This design comes from an exercise in tuning for small area and a short achievable clock period on the open sky130 flow, not from production work. Where RTL was checked, it was by simulation tests only, not by an equivalence proof against the original. The RTL of run 5 was laid out without a check of its function. Power is estimated from default activity; no workload was simulated.

$ cat flow/config.mk
export PLATFORM = sky130hd
export DESIGN_NAME = spi_slave_ram_burst
export DESIGN_NICKNAME = spi_slave_ram_burst
export VERILOG_FILES = /design/flow/design.v
export SDC_FILE = /design/flow/constraint.sdc
export NUM_CORES = 4
export LEC_CHECK = 0
export CAP_MARGIN = 20
export CORE_MARGIN = 2
export CORE_UTILIZATION = 76
export CTS_BUF_LIST = sky130_fd_sc_hd__clkbuf_16
export CTS_CLUSTER_DIAMETER = 60
export CTS_CLUSTER_SIZE = 24
export SETUP_SLACK_MARGIN = 2.5
export SLEW_MARGIN = 20
export TNS_END_PERCENT = 100
$ cat flow/constraint.sdc
create_clock -name core_clock -period 4.5 [get_ports {clk}]
set_input_delay 0.9000 -clock core_clock [delete_from_list [all_inputs] [get_ports {clk}]]
set_output_delay 0.9000 -clock core_clock [all_outputs]
set_load 0.01 [all_outputs]
$ cat flow/design.v
`default_nettype none
`timescale 1ns/1ps
package spi_ram_pkg;
    localparam logic [1:0] CMD_WR_ADDR = 2'b00;
    localparam logic [1:0] CMD_WR_DATA = 2'b01;
    localparam logic [1:0] CMD_RD_ADDR = 2'b10;
    localparam logic [1:0] CMD_RD_DATA = 2'b11;
endpackage
`default_nettype wire
`default_nettype none
`timescale 1ns/1ps
module spi_sp_ram #(
    parameter int WIDTH = 8,
    parameter int RINGS = 32,
    parameter int SLOTS = 8
) (
    input  logic                         clk,
    input  logic                         wload,
    input  logic [7:0]                   waddr,
    input  logic [WIDTH-1:0]             wdata_n,
    input  logic [7:0]                   raddr,
    output logic                         hit,
    output logic [WIDTH-1:0]             dout
);
    localparam int SW = $clog2(SLOTS);
    logic [SW-1:0]                 r_phase;
    logic [RINGS*SLOTS*WIDTH-1:0]  r_ring;
    logic [7:0]                    r_whi;
    logic [3:0]                    r_wlo;
    logic                          r_rhit;
    logic [RINGS-1:0]              r_rsel;
    logic [SW-1:0]                 w_phase_nx;
    logic [WIDTH-1:0]              w_tap [RINGS];
    assign w_phase_nx = r_phase + 1'b1;
    always_ff @(posedge clk) begin
        r_phase <= w_phase_nx;
        r_whi   <= (!wload && (w_phase_nx == waddr[SW-1:0])) ? (8'd1 << waddr[7:5]) : 8'd0;
        r_wlo   <= 4'd1 << waddr[4:3];
        r_rhit  <= (r_phase == raddr[SW-1:0]);
        r_rsel  <= RINGS'(1) << raddr[7:SW];
    end
    genvar r, k;
    generate
        for (r = 0; r < RINGS; r++) begin : g_ring
            logic w_we;
            assign w_we = r_whi[r / 4] && r_wlo[r % 4];
            for (k = 0; k < SLOTS - 1; k++) begin : g_slot
                always_ff @(posedge clk) begin
                    r_ring[(r*SLOTS + k)*WIDTH +: WIDTH] <= r_ring[(r*SLOTS + k + 1)*WIDTH +: WIDTH];
                end
            end
            assign w_tap[r] = r_ring[(r*SLOTS + SLOTS - 1)*WIDTH +: WIDTH];
            always_ff @(posedge clk) begin
                r_ring[(r*SLOTS + SLOTS - 1)*WIDTH +: WIDTH] <=
                    w_we ? ~wdata_n : r_ring[(r*SLOTS)*WIDTH +: WIDTH];
            end
        end
    endgenerate
    always_comb begin
        dout = '0;
        for (int i = 0; i < RINGS; i++) dout = dout | (w_tap[i] & {WIDTH{r_rsel[i]}});
    end
    assign hit  = r_rhit;
endmodule
`default_nettype wire
`default_nettype none
`timescale 1ns/1ps
module spi_slave_ram_burst #(
    parameter int WIDTH     = 8,
    parameter int MEM_DEPTH = 256,
    parameter int AUTO_INC  = 1
) (
    input  logic clk,
    input  logic rst,
    input  logic SS_n,
    input  logic MOSI,
    output logic MISO,
    output logic busy,
    output logic frame_err
);
    logic             r_recv;
    logic             r_exec;
    logic             r_rdout;
    logic             r_done;
    logic             r_busy;
    logic [3:0]       r_cnt;
    logic [9:0]       r_shift;
    logic [7:0]       r_wr_addr;
    logic [7:0]       r_rd_addr;
    logic [7:0]       r_waddr;
    logic [7:0]       r_wdata_n;
    logic [7:0]       r_rbuf;
    logic             r_miso;
    logic             r_frame_err;
    logic [1:0]       w_cmd;
    logic [7:0]       w_payload;
    logic             w_hit;
    logic [7:0]       w_dout;
    logic             w_last;
    logic             w_wload;
    assign w_cmd     = r_shift[9:8];
    assign w_payload = r_shift[7:0];
    assign w_last    = (r_cnt == 4'd9);
    assign w_wload   = r_exec && (w_cmd == spi_ram_pkg::CMD_WR_DATA);
    spi_sp_ram #(
        .WIDTH (WIDTH)
    ) u_ram (
        .clk   (clk),
        .wload (w_wload),
        .waddr (r_waddr),
        .wdata_n (r_wdata_n),
        .raddr (r_rd_addr),
        .hit   (w_hit),
        .dout  (w_dout)
    );
    always_ff @(posedge clk) begin
        r_shift <= {r_shift[8:0], MOSI};
    end
    always_ff @(posedge clk) begin
        if (!r_busy || (r_recv && w_last))
            r_cnt <= '0;
        else if (r_recv || r_rdout)
            r_cnt <= r_cnt + 1'b1;
    end
    always_ff @(posedge clk) begin
        if (w_wload) begin
            r_waddr <= r_wr_addr;
            r_wdata_n <= ~w_payload;
        end
    end
    always_ff @(posedge clk) begin
        if (r_rdout)
            r_rbuf <= {r_rbuf[6:0], 1'b0};
        else if (w_hit)
            r_rbuf <= w_dout;
    end
    always_ff @(posedge clk or posedge rst) begin
        if (rst) begin
            r_recv      <= 1'b0;
            r_exec      <= 1'b0;
            r_rdout     <= 1'b0;
            r_done      <= 1'b0;
            r_busy      <= 1'b0;
            r_wr_addr   <= '0;
            r_rd_addr   <= '0;
            r_miso      <= 1'b0;
            r_frame_err <= 1'b0;
        end else begin
            r_recv      <= (!r_busy && !SS_n) || (r_recv && !SS_n && !w_last);
            r_exec      <= r_recv && !SS_n && w_last;
            r_rdout     <= (r_exec && !SS_n && (w_cmd == spi_ram_pkg::CMD_RD_DATA)) ||
                           (r_rdout && !SS_n && (r_cnt != 4'd8));
            r_done      <= (r_exec && !SS_n && (w_cmd != spi_ram_pkg::CMD_RD_DATA)) ||
                           (r_rdout && !SS_n && (r_cnt == 4'd8)) ||
                           (r_done && !SS_n);
            r_busy      <= !SS_n;
            r_miso      <= r_rdout && !SS_n && (r_cnt != 4'd8) && r_rbuf[7];
            r_frame_err <= r_recv && SS_n;
            if (r_exec) begin
                case (w_cmd)
                    spi_ram_pkg::CMD_WR_ADDR: r_wr_addr <= w_payload;
                    spi_ram_pkg::CMD_WR_DATA: r_wr_addr <= r_wr_addr + 1'b1;
                    spi_ram_pkg::CMD_RD_ADDR: r_rd_addr <= w_payload;
                    default:                  r_rd_addr <= r_rd_addr + 1'b1;
                endcase
            end
        end
    end
    assign MISO      = r_miso;
    assign busy      = r_busy;
    assign frame_err = r_frame_err;
endmodule
`default_nettype wire
$ cat flow/flow/run.sh
#!/bin/bash
# Own flow: the standard layout with extra clock tree synthesis options.
set -euo pipefail
export CTS_ARGS="-sink_clustering_enable -repair_clock_nets -dont_use_dummy_load -sink_clustering_size 12 -sink_clustering_max_diameter 40 -sink_clustering_levels 2 -buf_list sky130_fd_sc_hd__clkbuf_16"
bash standard.sh > "$PWD/log_standard.txt" 2>&1
$ cat flow/standard.sh
#!/bin/bash
# synth_recipe.tcl (not shown) runs the flow's synth.tcl, then flattens the netlist and writes it again
# the make line also repeats each setting of config.mk as NAME=value (left out here)
make -C /OpenROAD-flow-scripts/flow DESIGN_CONFIG=/design/flow/config.mk WORK_HOME=/design/flow/orfs CLKGATE_MAP_FILE= SYNTH_SCRIPT=/design/flow/synth_recipe.tcl "${@:-finish}"
==> reports/qor.yml, run 1 <==
p_seq_frac: 0.569
synth_edf_count: 23
yosysSeqAreaShare: 0.893
critPathMaxStageDelay_ps: 380
crit_buf_inv: 1
rows: 92
io_pins: 7
ant_nets: 0
cp_cell_sequence: "buf_2"
hold_path.class: "reg2reg"
p_leak_nw: 21.4
synth_nets: 3213
cts_inserted_buffers: 202
reg_top3: "u_ram.r_ring (2048), u_ram.r_rsel (32), r_shift (10)"
drive_gt1_frac: 0.0733
clkPwrFrac: 0.430
worst_pin_slew_ps: 1120
fmax_ghz: 0.466
crit_path_end_kind: "primary output"
core-area_sq_mm: 0.0632
hpwlAfterDp_microns: 62200
ys.flop_type: "dfxtp_1"
ys_warn_count: 3
die_x_microns: 257
synthCells: 3203
gp_congestion: 0.897
synthMuxAreaShare: 0.000205
grt_pass1_wl_microns: 176000
p_per_area_mw_per_mm2: 616
final_net_count: 3326
wl_per_cell_microns: 28.8
cp-start-kind: "flop"
num_vias: 24300
grt_usage: 0.370
critPathKind: "reg2out"
cts_buffer_depth: 3
avgSynthCellArea_sq_um: 15.2
grt_max_degree: 33
synth_cell_types: 39
synthesis.area_sq_mm: 0.0487
vias_per_cell: 5.83
setup_tns_ps: 0
grt_remaining_overflow: 0
critical_path_arrival_ps: 1240
cp_slowest_cell: "dfrtp_1"
drv_cap: 0
holdWs_ps: 279
slew-limit-headroom: 0.253
cts_tree: "done"
rsz0062_at_grt: "true"
synth_top_family_by_area: "compound AO/OA/AOI/OAI gates"
port_buffers: 6
h-tree-depth: 4
finalCriticalPeriod_ps: 2140
ys_seq_elements: 2156
die_h_microns: 257
antenna_found_initial: 5
synth_compound_area_frac: 0.0530
drc_errors: 0
clock_latency_ps: 770
crit_required_ps: 3600
initial_core_util: 0.771
grt_pass1_vias: 26600
swShare: 0.198
p_total_mw: 33.7
synth-simple-area-share: 0.0401
p_switching_mw: 6.67
timing.final.crit_share: 0.476
ir_drop_mv: 0.423
hold_viol: 0
internal_power_mw: 27.0
wirelength_microns: 120000
drv_slew: 0
root_buffer: "clkbuf_16"
path_clk_slew_ps: 60
cp_max_fo: 2
dieArea_sq_mm: 0.0662
crit_family: "flip-flops"
run_status: "timing/DRC/antenna clean"
largest-register: "u_ram.r_ring"
power_frac_comb: 0.001
finalSetupViolCount: 0
largest_reg_flops: 2048
cts_sinks: 2156
yosys.area_share.xor_xnor: 0.00190
area_growth_pct: 12.1
dr.pass1.iters: 8
skew_ps: 70.7
async_reset_ff_frac: 0.0102
detail_route.iter0.violations: 2465
synth_adder_area_share: 0.00154
-- worst reg2reg max path: stages (launching register included) --
cell and delay [ps]:
dfxtp_1 520, a22oi_2 430, nand4_1 370, nor4_2 410, o21ai_1 130
-- cell usage in the layout (no fill, tap or decap), types with 2 or more instances in the layout --
| cell type | instances |
|---|---|
| dfxtp_1 | 2103 |
| nand2_1 | 321 |
| o21ai_1 | 276 |
| clkbuf_16 | 202 |
| a22oi_1 | 114 |
| nor2_1 | 46 |
| nand4_1 | 34 |
| a21oi_1 | 28 |
| edfxtp_1 | 23 |
| dfrtp_1 | 22 |
| inv_1 | 16 |
| a22oi_2 | 14 |
| nand3_1 | 12 |
| nand2b_1 | 11 |
| buf_4 | 9 |
| o22ai_1 | 8 |
| dfxtp_2 | 8 |
| o21ai_0 | 6 |
| nor3_1 | 6 |
| xor2_1 | 6 |
| nor4_1 | 6 |
| ha_1 | 6 |
| nor2b_1 | 4 |
| and2_1 | 3 |
| clkdlybuf4s50_1 | 3 |
| buf_2 | 3 |
| diode_2 | 2 |
| nor3b_1 | 2 |
| nor4_2 | 2 |
| or2_1 | 2 |
| or3_1 | 2 |
| nand3b_1 | 2 |
| xnor2_1 | 2 |
-- worst paths after layout --
| kind | start | endpoint | slack (ps) | cells after the start |
|---|---|---|---|---|
| max | r_busy | busy | 2360 | 1 |
| min | u_ram.r_ring[2038] | u_ram.r_ring[2030] | 280 | 0 |
| max reg2reg | u_ram.r_rsel[4] | r_rbuf[7] | 2370 | 4 |
| min reg2reg | u_ram.r_ring[2038] | u_ram.r_ring[2030] | 280 | 0 |
| max in group asynchronous | rst | r_rd_addr[4] | 3280 | 2 |
| min in group asynchronous | rst | r_rdout | 670 | 2 |
-- Yosys cell counts (all sizes together) (2+ instances only) --
library cell | n | area, sq um
nand3b | 2 | 15.0
nor3b | 2 | 15.0
nand3 | 12 | 60.1
nor4 | 8 | 50.1
or3 | 2 | 12.5
edfxtp | 23 | 691
xor2 | 6 | 52.6
dfxtp | 2111 | 42300
nand2b | 12 | 82.6
xnor2 | 2 | 17.5
and2 | 3 | 18.8
a21oi | 28 | 140
nor2 | 47 | 176
nor2b | 4 | 25.0
inv | 17 | 63.8
dfrtp | 22 | 551
ha | 6 | 75.1
o21ai | 282 | 1410
nand2 | 321 | 1200
or2 | 3 | 21.3
clkbuf | 55 | 206
buf | 51 | 248
a22oi | 128 | 961
o22ai | 8 | 50.1
nor3 | 7 | 40.0
nand4 | 34 | 213
-- cell families (layout without fill, tap and decap cells) --
| family | Yosys count | after routing |
|---|---|---|
| DFF | 2156 | 2156 |
| and+or+nand+nor | 459 | 459 |
| AOI/OAI and AO/OA | 449 | 449 |
| buffers and inverters | 123 | 234 |
| xor gates and xnor gates | 9 | 9 |
| adders and majority gates | 6 | 6 |
| muxes | 1 | 1 |
| other | 0 | 2 |
-- power groups by stage --
stage	sequential (mW)	clock (mW)	combinational (mW)
after CTS	19.2	14.5	0.0356
after floorplan	19.6	0	0.0254
after detailed placement	19.6	0	0.0335
after global routing	19.1	15.2	0.0408
final	19.2	14.5	0.0359
after global placement	19.6	0	0.0314
-- cell type report --
cell class                      count  area [sq um]
Antenna cell                        2          5.00
Clock buffer                      202          5050
Fill cell                        2349          8580
Timing Repair Buffer               15           113
Inverter                           17          63.8
Multi-Input combinational cell    924          4800
Sequential cell                  2156         43500
Tap cell                          846          1060
-- per-stage QoR --
stage	cell area (sq um)	std cells	setup slack, ps	utilization
after floorplan	48700	3203	2860	-
after global placement	49500	3957	2070	0.783
after detailed placement	49500	3957	1940	0.783
after CTS	54600	4160	2320	0.864
after global routing	54600	4160	2330	0.864
final	54600	4162	2360	0.864
-- metal layers --
layer  part of all wire  vias to the layer above  global-route usage
li1                   -                    10600                   -
met1               0.39                    12200               0.458
met2               0.48                     1102               0.602
met3              0.073                      376              0.0844
met4              0.058                        0               0.212
met5                  0                        -                   0
-- what timing repair did --
action	CTS	global route
endpoints found under the setup margin	33	16
pin swaps	3	7
resized for setup	28	10
hold buffers	0	0
gates cloned	0	0
setup buffers	1	0
==> run 2: changes to the inputs <==
--- a/flow/config.mk
+++ b/flow/config.mk
@@ -8,5 +8,5 @@
 export CAP_MARGIN = 20
 export CORE_MARGIN = 2
-export CORE_UTILIZATION = 76
+export CORE_UTILIZATION = 82
 export CTS_BUF_LIST = sky130_fd_sc_hd__clkbuf_16
 export CTS_CLUSTER_DIAMETER = 60
==> run 2 against run 1 <==
  * Synthesized cell count did not move
  * The run now fails in clock tree synthesis (4_1_cts)
  * Synthesized area stayed put
==> reports/qor.yml, run 2 <==
run_status: "stopped before the end"
failing_step: "clock tree synthesis (4_1_cts)"
firstError: "[ERROR DPL-0033] detailed placement checks failed during check placement."
synthTopCellsByArea: "dfxtp_1 (87%), o21ai_1 (2.8%), nand2_1 (2.5%)"
cts_inserted_buffers: 199
h-tree-depth: 4
ys_warn_count: 3
port_buffers: 6
synthCells: 3203
yosysSeqAreaShare: 0.893
post_cts_buffers: 1
synth_edf_count: 23
ys.flop_type: "dfxtp_1"
synthesis.area_sq_mm: 0.0487
cts_resized: 56
dp.cells: 3885
yosysTopAreaCellShare: 0.867
gp_congestion: 0.983
cts_sinks: 2156
synth_nets: 3213
synth.top_cells.by_count: "dfxtp_1 (2,111), nand2_1 (321), o21ai_1 (276)"
synth_cell_types: 39
async_reset_ff_frac: 0.0102
root_buffer: "clkbuf_16"
initial_core_util: 0.827
yosysTopAreaCell: "dfxtp_1"
die_x_microns: 248
hpwlAfterDp_microns: 66200
placed_area_sq_mm: 0.0494
synth_most_common_cell: "dfxtp_1"
io_pins: 7
ys_seq_elements: 2156
avgSynthCellArea_sq_um: 15.2
die_h_microns: 248
cts_hold_buf: 0
rows: 89
cts_buffer_depth: 3
-- run 2: cells by family after synthesis --
family	after synthesis	synth area share
AOI/OAI and AO/OA	449	0.0530
and+or+nand+nor	459	0.0401
buffers and inverters	123	0.0106
xor gates and xnor gates	9	0.00190
adders and majority gates	6	0.00154
muxes	1	0.000205
DFF	2156	0.893
-- run 2: power by group through the flow --
stage          clock [mW]  sequential, mW  combinational, mW
3_5_place_dp            0            19.6             0.0344
2_1_floorplan           0            19.6             0.0254
3_3_place_gp            0            19.6             0.0318
-- run 2: worst min-delay path by stage --
stage                               endpoint  slack, ps  cells after the start
after floorplan              u_ram.r_ring[0]        310                      0
after global placement    u_ram.r_ring[1612]        310                      0
after detailed placement  u_ram.r_ring[1476]        310                      0
-- run 2: through the flow --
step / worst slack (ps) / hold WS (ps)
3_5_place_dp: 2010 / 312
2_1_floorplan: 2860 / 310
3_3_place_gp: 2110 / 310
==> run 3: changes to the inputs <==
==> flow/flow/run.sh (replaced) <==
#!/bin/bash
# Own flow: the standard layout with extra clock tree synthesis options.
set -euo pipefail
export CTS_ARGS="-sink_clustering_enable -repair_clock_nets -dont_use_dummy_load -sink_clustering_size 24 -sink_clustering_max_diameter 60 -buf_list sky130_fd_sc_hd__clkbuf_16"
bash standard.sh > "$PWD/log_standard.txt" 2>&1
==> run 3 against run 2 <==
  * Synthesized cell count did not move
  * Synthesized area did not move
  * Now clean on timing, DRC and antenna
==> reports/qor.yml, run 3 <==
hpwlAfterDp_microns: 66200
wirelength_microns: 116000
crit_path_end_kind: "flop"
synth_nets: 3213
power_frac_comb: 0.001
crit_required_ps: 4910
vias_per_cell: 5.98
antenna_found_initial: 7
final-seq-area_sq_mm: 0.0435
initial_core_util: 0.827
yosysTopAreaCell: "dfxtp_1"
cp_cell_sequence: "a22oi_1 > nand4_1 > nor4_1 > o21ai_1"
detail_route.iter0.violations: 2932
clock_latency_ps: 680
holdWs_ps: 312
r2r_setup_slack_ps: 2380
rsz0062_at_grt: "true"
drc_errors: 0
yosysSeqAreaShare: 0.893
core-area_sq_mm: 0.0589
area_growth_pct: 6.53
p_leak_nw: 20.2
fin_util: 0.881
place_ws_ps: 2010
async_reset_ff_frac: 0.0102
port_buffers: 6
synth.top_cells.by_count: "dfxtp_1 (2,111), nand2_1 (321), o21ai_1 (276)"
path_clk_slew_ps: 100
die_x_microns: 248
cts_hold_buf: 0
largest-register: "u_ram.r_ring"
setup_tns_ps: 0
timing.final.crit_share: 0.470
ir_drop_mv: 0.556
h-tree-depth: 3
rows: 89
root_buffer: "clkbuf_16"
p_per_area_mw_per_mm2: 552
synth_cell_types: 39
drv_cap: 0
layout_commonest_cell: "dfxtp_1"
hold_viol: 0
io_pins: 7
final.setup.worst_slack_ps: 2380
p_seq_frac: 0.667
drive_gt1_frac: 0.0402
drv_slew: 0
final_cell_mix: "dfxtp_1 (2,109), nand2_1 (321), o21ai_1 (276), a22oi_1 (120), clkbuf_16 (99)"
multi_input_area_sq_mm: 0.00477
synth_edf_count: 23
final_net_count: 3224
cp_max_fo: 8
finalCriticalPeriod_ps: 2120
run_status: "timing/DRC/antenna clean"
ys_seq_elements: 2156
yosysTopAreaCellShare: 0.867
internal_power_mw: 23.1
placed_area_sq_mm: 0.0494
p_switching_mw: 5.60
synthesis.area_sq_mm: 0.0487
cts_tree: "done"
largest_reg_flops: 2048
synthTopCellsByArea: "dfxtp_1 (87%), o21ai_1 (2.8%), nand2_1 (2.5%)"
grt_usage: 0.387
grt_max_degree: 33
critical_path_arrival_ps: 2520
skew_ps: 40.3
cts_sinks: 2156
fmax_ghz: 0.472
clkPwrFrac: 0.331
grt_pass1_wl_microns: 167000
synthCells: 3203
gp_congestion: 0.983
cp_slowest_cell: "dfxtp_1"
cp-start-kind: "flop"
grt_remaining_overflow: 0
final_cell_area_sq_mm: 0.0519
num_vias: 23800
crit_family: "simple AND/OR/NAND/NOR gates"
worst_pin_slew_ps: 1160
cts_buffer_depth: 3
ys.flop_type: "dfxtp_1"
swShare: 0.195
stdcell_count: 3987
slew-limit-headroom: 0.228
dr.pass1.iters: 6
synth_most_common_cell: "dfxtp_1"
ys_warn_count: 3
hold_path.class: "reg2reg"
dp.cells: 3885
ant_nets: 0
reg_top3: "u_ram.r_ring (2048), u_ram.r_rsel (32), r_shift (10)"
cts_inserted_buffers: 99
nFillCells: 2017
crit_buf_inv: 0
p_total_mw: 28.7
grt_pass1_vias: 25400
finalSetupViolCount: 0
avgSynthCellArea_sq_um: 15.2
critPathMaxStageDelay_ps: 580
die_h_microns: 248
dieArea_sq_mm: 0.0614
critPathKind: "reg2reg"
wl_per_cell_microns: 29.2
## run 3: worst paths after layout
path / cells past startpoint / start / endpoint
hold reg to reg: 0 / u_ram.r_ring[429] / u_ram.r_ring[421]
max in group asynchronous: 2 / rst / r_exec
setup reg to reg: 4 / u_ram.r_rsel[21] / r_rbuf[3]
setup / recovery: 4 / u_ram.r_rsel[21] / r_rbuf[3]
hold / removal: 0 / u_ram.r_ring[429] / u_ram.r_ring[421]
min in group asynchronous: 2 / rst / r_wr_addr[2]
## run 3: power groups by stage
stage,logic [mW],clock network [mW],registers [mW]
2_1_floorplan,0.0254,0,19.6
3_3_place_gp,0.0318,0,19.6
3_5_place_dp,0.0344,0,19.6
4_1_cts,0.0374,9.45,19.1
5_1_grt,0.0415,10.1,19.1
6_report,0.0376,9.50,19.1
## run 3: logic make-up after synthesis
family | share of synthesized area
xor+xnor | 0.00190
simple gates | 0.0401
mux | 0.000205
fa+ha+maj | 0.00154
flops | 0.893
buf+inv | 0.0106
compound gates | 0.0530
## run 3: per-layer routing
layer | track usage | routed length, microns | up-vias | part of all wire
met5 | 0 | 34 | - | 0.00029
met4 | 0.224 | 7880 | 4 | 0.068
met3 | 0.0835 | 9480 | 468 | 0.082
met2 | 0.635 | 55500 | 1296 | 0.48
met1 | 0.478 | 43400 | 11700 | 0.37
li1 | - | - | 10300 | -
## run 3: timing repair
item                                    4_1_cts  5_1_grt
endpoints found under the setup margin       31       26
gates resized for setup                      17       10
pin swaps                                     0        0
setup buffers                                 1        0
## run 3: final cells by class
class                      instances  area share
timing repair buffer              16     0.00243
antenna                            2   0.0000964
inverter                          17     0.00123
tap                              773      0.0186
multi-input combinational        924      0.0920
clock buffer                      99      0.0477
sequential                      2156       0.838
## run 3: worst register-to-register path: stages (launching register included)
cell     delay, ps
dfxtp_1        580
a22oi_1        390
nand4_1        320
nor4_1         450
o21ai_1        120
==> run 4: changes to the inputs <==
==> flow/flow/run.sh (replaced) <==
#!/bin/bash
# Own flow: the standard layout with extra clock tree synthesis options.
set -euo pipefail
export CTS_ARGS="-sink_clustering_enable -repair_clock_nets -dont_use_dummy_load -sink_clustering_size 24 -sink_clustering_max_diameter 60 -num_static_layers 1 -buf_list sky130_fd_sc_hd__clkbuf_16"
bash standard.sh > "$PWD/log_standard.txt" 2>&1
==> run 4 against run 3 <==
  * Routed wire length down 0.61%
  * Maximum frequency increased by 1.5%
  * Flip-flop and latch count did not move
  * Hold slack got worse by 8.3 ps
  * Register-to-register slack improved by 40 ps
  * Power up 0.10%
  * Largest power group unchanged
==> reports/qor.yml, run 4 <==
path_clk_slew_ps: 90
critPathMaxStageDelay_ps: 410
run_status: "timing/DRC/antenna clean"
area_growth_pct: 6.49
cp_max_fo: 2
timing.final.crit_share: 0.463
vias_per_cell: 5.95
ir_drop_mv: 0.519
finalCriticalPeriod_ps: 2090
cts_sinks: 2156
async_reset_ff_frac: 0.0102
port_buffers: 6
ys.flop_type: "dfxtp_1"
final_net_count: 3224
cp_cell_sequence: "buf_6"
clock_latency_ps: 680
wirelength_microns: 116000
drv_cap: 0
crit_required_ps: 3600
ys_seq_elements: 2156
synth.top_cells.by_count: "dfxtp_1 (2,111), nand2_1 (321), o21ai_1 (276)"
synth_nets: 3213
yosysTopAreaCellShare: 0.867
synth_compound_area_frac: 0.0530
synth_most_common_cell: "dfxtp_1"
grt_remaining_overflow: 0
h-tree-depth: 3
cp_slowest_cell: "dfrtp_1"
reg_top3: "u_ram.r_ring (2048), u_ram.r_rsel (32), r_shift (10)"
dieArea_sq_mm: 0.0614
yosys.area_share.xor_xnor: 0.00190
hold_viol: 0
num_vias: 23700
r2r_start: "u_ram.r_rsel[6]"
avgSynthCellArea_sq_um: 15.2
dr.pass1.iters: 5
slew-limit-headroom: 0.269
core-area_sq_mm: 0.0589
crit_family: "flip-flops"
setup_tns_ps: 0
finalSetupViolCount: 0
hpwlAfterDp_microns: 66200
final-seq-area_sq_mm: 0.0435
ant_nets: 0
detail_route.iter0.violations: 2983
multi_input_area_sq_mm: 0.00475
grt_pass1_wl_microns: 167000
drv_slew: 0
grt_usage: 0.385
largest_reg_flops: 2048
synth-simple-area-share: 0.0401
placed_area_sq_mm: 0.0494
crit_buf_inv: 1
critical_path_arrival_ps: 1190
p_leak_nw: 20.2
synth_adder_area_share: 0.00154
cts_tree: "done"
initial_core_util: 0.827
antenna_found_initial: 6
hold_path.class: "reg2reg"
fmax_ghz: 0.480
synthMuxAreaShare: 0.000205
worst_pin_slew_ps: 1090
ys_warn_count: 3
wl_per_cell_microns: 29.0
critPathKind: "reg2out"
yosysSeqAreaShare: 0.893
cp-start-kind: "flop"
rsz0062_at_grt: "true"
worstHoldStart: "u_ram.r_ring[654]"
gp_congestion: 0.983
cts_hold_buf: 0
nFillCells: 2031
p_per_area_mw_per_mm2: 553
yosysTopAreaCell: "dfxtp_1"
layout_commonest_cell: "dfxtp_1"
final_cell_mix: "dfxtp_1 (2,110), nand2_1 (321), o21ai_1 (276), a22oi_1 (122), clkbuf_16 (99)"
largest-register: "u_ram.r_ring"
skew_ps: 45.8
synth_cell_types: 39
io_pins: 7
synthTopCellsByArea: "dfxtp_1 (87%), o21ai_1 (2.8%), nand2_1 (2.5%)"
grt_pass1_vias: 25100
final_cell_area_sq_mm: 0.0519
crit_start: "r_busy"
drive_gt1_frac: 0.0386
drc_errors: 0
root_buffer: "clkbuf_16"
rows: 89
die_h_microns: 248
synthCells: 3203
synthesis.area_sq_mm: 0.0487
die_x_microns: 248
synth_top_family_by_area: "compound AO/OA/AOI/OAI gates"
crit_path_end_kind: "primary output"
cts_inserted_buffers: 99
synth_edf_count: 23
cts_buffer_depth: 3
grt_max_degree: 33
-- run 4: changes by cell type in the layout (fill, tap and decap cells not counted) --
| cell | before | now |
|---|---|---|
| dfxtp_1 | 2109 | 2110 |
| dfxtp_2 | 2 | 1 |
| a22oi_2 | 8 | 6 |
| a22oi_1 | 120 | 122 |
| nor4_2 | 2 | 0 |
| nor4_1 | 6 | 8 |
-- run 4: cell type report --
type / count / area share
timing repair buffer: 16 / 0.00244
multi-input combinational: 924 / 0.0916
inverter: 17 / 0.00123
tap: 773 / 0.0186
antenna: 2 / 0.0000964
sequential: 2156 / 0.838
clock buffer: 99 / 0.0477
-- run 4: stage by stage --
step | utilization | total power, mW | std cells | hold WS, ps | worst slack (ps)
after detailed placement | 0.838 | 19.6 | 3885 | 312 | 2010
after global routing | 0.881 | 29.2 | 3986 | 314 | 2380
after floorplan | - | 19.6 | 3203 | 310 | 2860
after global placement | 0.838 | 19.6 | 3885 | 310 | 2110
final | 0.881 | 28.7 | 3987 | 304 | 2410
after CTS | 0.880 | 28.6 | 3985 | 300 | 2390
-- run 4: final timing paths --
| path | endpoint | slack (ps) | cells after the start |
|---|---|---|---|
| worst max-delay path | busy | 2410 | 1 |
| worst min-delay path | u_ram.r_ring[646] | 300 | 0 |
| worst max register to register | r_rbuf[6] | 2420 | 4 |
| worst min register to register | u_ram.r_ring[646] | 300 | 0 |
| max in group asynchronous | r_exec | 3170 | 2 |
| min in group asynchronous | r_wr_addr[6] | 750 | 2 |
-- run 4: what timing repair did --
action                     in CTS  in global routing
resized for setup              15                  7
buffers inserted                1                  0
setup endpoints to repair      29                 24
gates cloned                    0                  0
-- run 4: logic make-up (layout without fill, tap and decap cells) --
family	Yosys count	after routing
mux	1	1
simple gates	459	459
compound gates	449	449
buf+inv	123	132
flops	2156	2156
xor+xnor	9	9
other cells	0	2
fa+ha+maj	6	6
-- run 4: where the power goes --
part / internal [mW] / switching, mW / leakage (nW)
clock: 3.94 / 5.58 / 1.22
combinational: 0.0145 / 0.0244 / 1.38
sequential: 19.1 / 0.0208 / 17.6
-- run 4: routing by layer --
metal | vias to the layer above | track usage | wire length, microns | part of all wire
met4 | 4 | 0.209 | 7070 | 0.061
met1 | 11700 | 0.481 | 44000 | 0.38
li1 | 10300 | - | - | -
met3 | 414 | 0.0786 | 9020 | 0.078
met5 | - | 0 | 24 | 0.00021
met2 | 1320 | 0.634 | 55600 | 0.48
==> run 5: changes to the inputs <==
--- a/flow/design.v
+++ b/flow/design.v
@@ -18,24 +18,29 @@
     input  logic                         wload,
     input  logic [7:0]                   waddr,
-    input  logic [WIDTH-1:0]             wdata_n,
+    input  logic [WIDTH-1:0]             wdata,
     input  logic [7:0]                   raddr,
     output logic                         hit,
+    output logic                         dpol,
     output logic [WIDTH-1:0]             dout
 );
     localparam int SW = $clog2(SLOTS);
-    logic [SW-1:0]                 r_phase;
+    logic [SW:0]                   r_phase;
     logic [RINGS*SLOTS*WIDTH-1:0]  r_ring;
     logic [7:0]                    r_whi;
     logic [3:0]                    r_wlo;
     logic                          r_rhit;
+    logic                          r_rpol;
     logic [RINGS-1:0]              r_rsel;
-    logic [SW-1:0]                 w_phase_nx;
+    logic [SW:0]                   w_phase_nx;
+    logic [WIDTH-1:0]              w_wdin;
     logic [WIDTH-1:0]              w_tap [RINGS];
     assign w_phase_nx = r_phase + 1'b1;
+    assign w_wdin     = wdata ^ {WIDTH{!r_phase[SW]}};
     always_ff @(posedge clk) begin
         r_phase <= w_phase_nx;
-        r_whi   <= (!wload && (w_phase_nx == waddr[SW-1:0])) ? (8'd1 << waddr[7:5]) : 8'd0;
+        r_whi   <= (!wload && (w_phase_nx[SW-1:0] == waddr[SW-1:0])) ? (8'd1 << waddr[7:5]) : 8'd0;
         r_wlo   <= 4'd1 << waddr[4:3];
-        r_rhit  <= (r_phase == raddr[SW-1:0]);
+        r_rhit  <= (r_phase[SW-1:0] == raddr[SW-1:0]);
+        r_rpol  <= r_phase[SW];
         r_rsel  <= RINGS'(1) << raddr[7:SW];
     end
@@ -53,5 +58,5 @@
             always_ff @(posedge clk) begin
                 r_ring[(r*SLOTS + SLOTS - 1)*WIDTH +: WIDTH] <=
-                    w_we ? ~wdata_n : r_ring[(r*SLOTS)*WIDTH +: WIDTH];
+                    ~(w_we ? w_wdin : r_ring[(r*SLOTS)*WIDTH +: WIDTH]);
             end
         end
@@ -62,4 +67,5 @@
     end
     assign hit  = r_rhit;
+    assign dpol = r_rpol;
 endmodule
 `default_nettype wire
@@ -89,5 +95,5 @@
     logic [7:0]       r_rd_addr;
     logic [7:0]       r_waddr;
-    logic [7:0]       r_wdata_n;
+    logic [7:0]       r_wdata;
     logic [7:0]       r_rbuf;
     logic             r_miso;
@@ -96,4 +102,6 @@
     logic [7:0]       w_payload;
     logic             w_hit;
+    logic             w_dpol;
+    logic             r_rpol;
     logic [7:0]       w_dout;
     logic             w_last;
@@ -109,7 +117,8 @@
         .wload (w_wload),
         .waddr (r_waddr),
-        .wdata_n (r_wdata_n),
+        .wdata (r_wdata),
         .raddr (r_rd_addr),
         .hit   (w_hit),
+        .dpol  (w_dpol),
         .dout  (w_dout)
     );
@@ -126,5 +135,5 @@
         if (w_wload) begin
             r_waddr <= r_wr_addr;
-            r_wdata_n <= ~w_payload;
+            r_wdata <= w_payload;
         end
     end
@@ -132,6 +141,8 @@
         if (r_rdout)
             r_rbuf <= {r_rbuf[6:0], 1'b0};
-        else if (w_hit)
+        else if (w_hit) begin
             r_rbuf <= w_dout;
+            r_rpol <= w_dpol;
+        end
     end
     always_ff @(posedge clk or posedge rst) begin
@@ -155,5 +166,5 @@
                            (r_done && !SS_n);
             r_busy      <= !SS_n;
-            r_miso      <= r_rdout && !SS_n && (r_cnt != 4'd8) && r_rbuf[7];
+            r_miso      <= r_rdout && !SS_n && (r_cnt != 4'd8) && (r_rbuf[7] ^ r_rpol);
             r_frame_err <= r_recv && SS_n;
             if (r_exec) begin
==> flow/run.sh (new file) <==
#!/bin/bash
# synth_recipe.tcl (not shown) runs the flow's synth.tcl, then flattens the netlist and writes it again
# the make line also repeats each setting of config.mk as NAME=value (left out here)
make -C /OpenROAD-flow-scripts/flow DESIGN_CONFIG=/design/flow/config.mk WORK_HOME=/design/flow/orfs CLKGATE_MAP_FILE= SYNTH_SCRIPT=/design/flow/synth_recipe.tcl finish
--- a/flow/config.mk
+++ b/flow/config.mk
@@ -8,9 +8,9 @@
 export CAP_MARGIN = 20
 export CORE_MARGIN = 2
-export CORE_UTILIZATION = 82
+export CORE_UTILIZATION = 70
 export CTS_BUF_LIST = sky130_fd_sc_hd__clkbuf_16
 export CTS_CLUSTER_DIAMETER = 60
-export CTS_CLUSTER_SIZE = 24
+export CTS_CLUSTER_SIZE = 30
 export SETUP_SLACK_MARGIN = 2.5
 export SLEW_MARGIN = 20
-export TNS_END_PERCENT = 100
+export TNS_END_PERCENT = 10
removed: flow/flow/run.sh
removed: flow/standard.sh
==> run 5 against run 4 <==
  * Maximum frequency down 6.3%
  * Critical path type unchanged
  * Hold slack gained 15 ps
  * Clock skew decreased by 13 ps
  * Clock power down 1%
  * Final cell count grew 5.5%
  * Sequential power about the same
  * First-iteration DRC count is 29% lower
  * Highest routed layer is now met4
  * Flip-flop and latch count rose by 3
  * Largest power group unchanged
  * Count of clock-buffer cells in the layout down 10
  * Via count is 7.2% lower
  * Sequential share of layout area down 1.3 points
==> reports/qor.yml, run 5 <==
worst_pin_slew_ps: 1130
grt_remaining_overflow: 0
cp_cell_sequence: "clkdlybuf4s15_1"
critical_path_cell_count: 1
ant_nets: 0
final_cell_mix: "dfxtp_1 (2,112), nor2_1 (306), a21oi_1 (265), a22oi_1 (128), clkbuf_16 (89)"
reg2reg_to: "u_ram.r_ring[1208]"
hold_end: "u_ram.r_ring[1363]"
grt_max_degree: 32
cts_hold_buf: 0
p_leak_nw: 21.0
ys.flop_type: "dfxtp_1"
finalSetupViolCount: 0
hold_path.class: "reg2reg"
root_buffer: "clkbuf_16"
wl_per_cell_microns: 23.2
dp.cells: 4076
ir_drop_mv: 0.425
dr.pass1.iters: 6
grt_pass1_wl_microns: 141000
cts_tree: "done"
fmax_ghz: 0.449
grt_pass1_vias: 21300
rows: 97
antenna_found_initial: 5
rsz0062_at_grt: "true"
slew-limit-headroom: 0.242
final.setup.worst_slack_ps: 2270
internal_power_mw: 23.0
p_seq_frac: 0.670
yosysTopAreaCellShare: 0.859
crit_buf_inv: 1
synthTopCellsByArea: "dfxtp_1 (86%), a21oi_1 (2.7%), nor2_1 (2.3%)"
port_buffers: 6
synth_adder_area_share: 0.00153
hold_path_depth: 0
power_frac_comb: 0.001
drc_errors: 0
synth_most_common_cell: "dfxtp_1"
synthCells: 3208
r2r_setup_slack_ps: 2310
final_net_count: 3243
largest_reg_flops: 2048
yosys.area_share.xor_xnor: 0.00671
die_x_microns: 269
skew_ps: 32.3
synth.top_cells.by_count: "dfxtp_1 (2,113), nor2_1 (307), a21oi_1 (265)"
drv_cap: 0
drv_slew: 0
synth_top_family_by_area: "compound AO/OA/AOI/OAI gates"
critPathMaxStageDelay_ps: 410
place_ws_ps: 2160
die_h_microns: 269
crit_path_end_kind: "primary output"
cts_inserted_buffers: 88
cts_sinks: 2159
cp-start-kind: "flop"
crit_required_ps: 3600
setup_tns_ps: 0
synthMuxAreaShare: 0.000203
reg2regPathDepth: 5
timing.final.crit_share: 0.495
gp_congestion: 1.02
ys_seq_elements: 2159
largest-register: "u_ram.r_ring"
wirelength_microns: 97700
p_per_area_mw_per_mm2: 541
hpwlAfterDp_microns: 65900
detail_route.iter0.violations: 2113
clock_latency_ps: 690
ys_warn_count: 3
critical_path_arrival_ps: 1330
reg_top3: "u_ram.r_ring (2048), u_ram.r_rsel (32), r_shift (10)"
diodes: 0
yosysSeqAreaShare: 0.885
area_growth_pct: 7.30
path_clk_slew_ps: 110
cts_buffer_depth: 3
crit_family: "flip-flops"
layout_commonest_cell: "dfxtp_1"
synthesis.area_sq_mm: 0.0492
synth_cell_types: 47
stdcell_count: 4207
avgSynthCellArea_sq_um: 15.3
synth-simple-area-share: 0.0394
synth_nets: 3218
synth_edf_count: 24
synth_compound_area_frac: 0.0535
dieArea_sq_mm: 0.0725
h-tree-depth: 3
worstHoldStart: "u_ram.r_ring[1371]"
vias_per_cell: 5.23
p_switching_mw: 5.64
p_total_mw: 28.6
initial_core_util: 0.705
cp_max_fo: 2
swShare: 0.197
hold_viol: 0
yosysTopAreaCell: "dfxtp_1"
critPathKind: "reg2out"
run_status: "timing/DRC/antenna clean"
async_reset_ff_frac: 0.0102
io_pins: 7
num_vias: 22000
core-area_sq_mm: 0.0698
finalCriticalPeriod_ps: 2230
drive_gt1_frac: 0.0560
clkPwrFrac: 0.329
grt_usage: 0.269
cp_slowest_cell: "dfrtp_1"
r2r_start: "u_ram.r_phase[3]"
nFillCells: 4170
[run 5: cell types whose count changed in the layout (fill, tap and decap cells not counted), moves of 5 or more]
cell,before,now
o21ai_0,6,17
nand2_1,321,60
clkbuf_16,99,89
a21oi_1,28,265
xor2_4,0,8
buf_4,10,34
o21ai_1,276,0
clkinv_8,0,6
nor2_1,46,306
a21oi_2,0,10
a31oi_1,1,6
a22oi_1,122,128
a22oi_2,6,0
[run 5: power by group through the flow]
stage               Combinational, mW  Sequential, mW  Clock, mW
floorplan                      0.0233            19.6          0
global placement               0.0286            19.6          0
detailed placement             0.0315            19.6          0
CTS                            0.0324            19.2       9.50
global route                   0.0362            19.2       10.2
finish                         0.0324            19.2       9.41
[run 5: how the worst max path moves through the flow]
stage / from / endpoint
2_1_floorplan: r_shift[9] / r_waddr[0]
3_3_place_gp: u_ram.r_phase[3] / u_ram.r_ring[1916]
3_5_place_dp: r_shift[8] / r_wdata[5]
4_1_cts: u_ram.r_phase[3] / u_ram.r_ring[1915]
5_1_grt: u_ram.r_phase[3] / u_ram.r_ring[1208]
6_report: r_busy / busy
[run 5: worst reg2reg max path, stage by stage, from the launching register on]
cell and delay [ps]:
dfxtp_1 320, buf_4 390, xor2_4 580, buf_4 500, nor2_1 140, a21oi_1 180
[run 5: metal layers]
layer / track usage / vias to the layer above / part of all wire
met5: 0 / - / 0
met4: 0.110 / 0 / 0.046
met3: 0.0572 / 249 / 0.068
met2: 0.401 / 793 / 0.43
met1: 0.388 / 10600 / 0.46
li1: - / 10400 / -
[run 5: metrics by stage]
step | hold slack, ps | instance area [sq um] | util
global placement | 310 | 50100 | 0.717
global route | 320 | 52800 | 0.757
finish | 319 | 52800 | 0.757
CTS | 320 | 52800 | 0.756
detailed placement | 312 | 50100 | 0.719
floorplan | 310 | 49200 | -
[run 5: repair_timing]
action / CTS / global route
buffers inserted: 2 / 5
pin swaps: 1 / 2
resized for setup: 12 / 0
setup endpoints to repair: 124 / 105
[run 5: area by class of cell]
cell class,instances,area [sq um],area share
Multi-Input combinational cell,927,4990,0.0945
Clock inverter,35,387,0.00732
Clock buffer,89,2230,0.0422
Tap cell,940,1180,0.0223
Inverter,12,45.0,0.000853
Sequential cell,2159,43600,0.825
Timing Repair Buffer,45,423,0.00801
[run 5: logic make-up after synthesis]
group / count (synthesis)
compound gates: 444
xor+xnor: 19
fa+ha+maj: 6
buf+inv: 122
flops: 2159
mux: 1
simple gates: 457

==> afterwards: timing with drivers on the ports <==
No port has a modelled driver above. Below, the same layouts with a new extraction and two added sets of constraints. Step 1: set_driving_cell puts a clkbuf_16 on clk and a buf_2 on each other input, an assumption about the parent block. Step 2, shift: input delay + t, output delay - t, t = (earliest + latest rising clock arrival at the registers) / 2. This alone moves slack from input paths to output paths. Slacks: ideal ports / drivers / drivers and shift; pairs: ideal ports / drivers.
run | t (ns) | setup slack, ns | hold slack, ns | worst setup path at the end | pins driven straight from the clock port
run 1 | 0.807 | 2.356 / 2.283 / 2.374 | 0.279 / 0.279 / 0.279 | register to register | 1
run 3 | 0.720 | 2.383 / 2.358 / 2.383 | 0.312 / 0.312 / 0.312 | register to register | 1
run 4 | 0.724 | 2.415 / 2.347 / 2.425 | 0.304 / 0.304 / 0.304 | register to register | 1
run 5 | 0.744 | 2.275 / 2.206 / 2.311 | 0.319 / 0.319 / 0.319 | register to register | 1
After both steps every run listed still meets setup and hold.
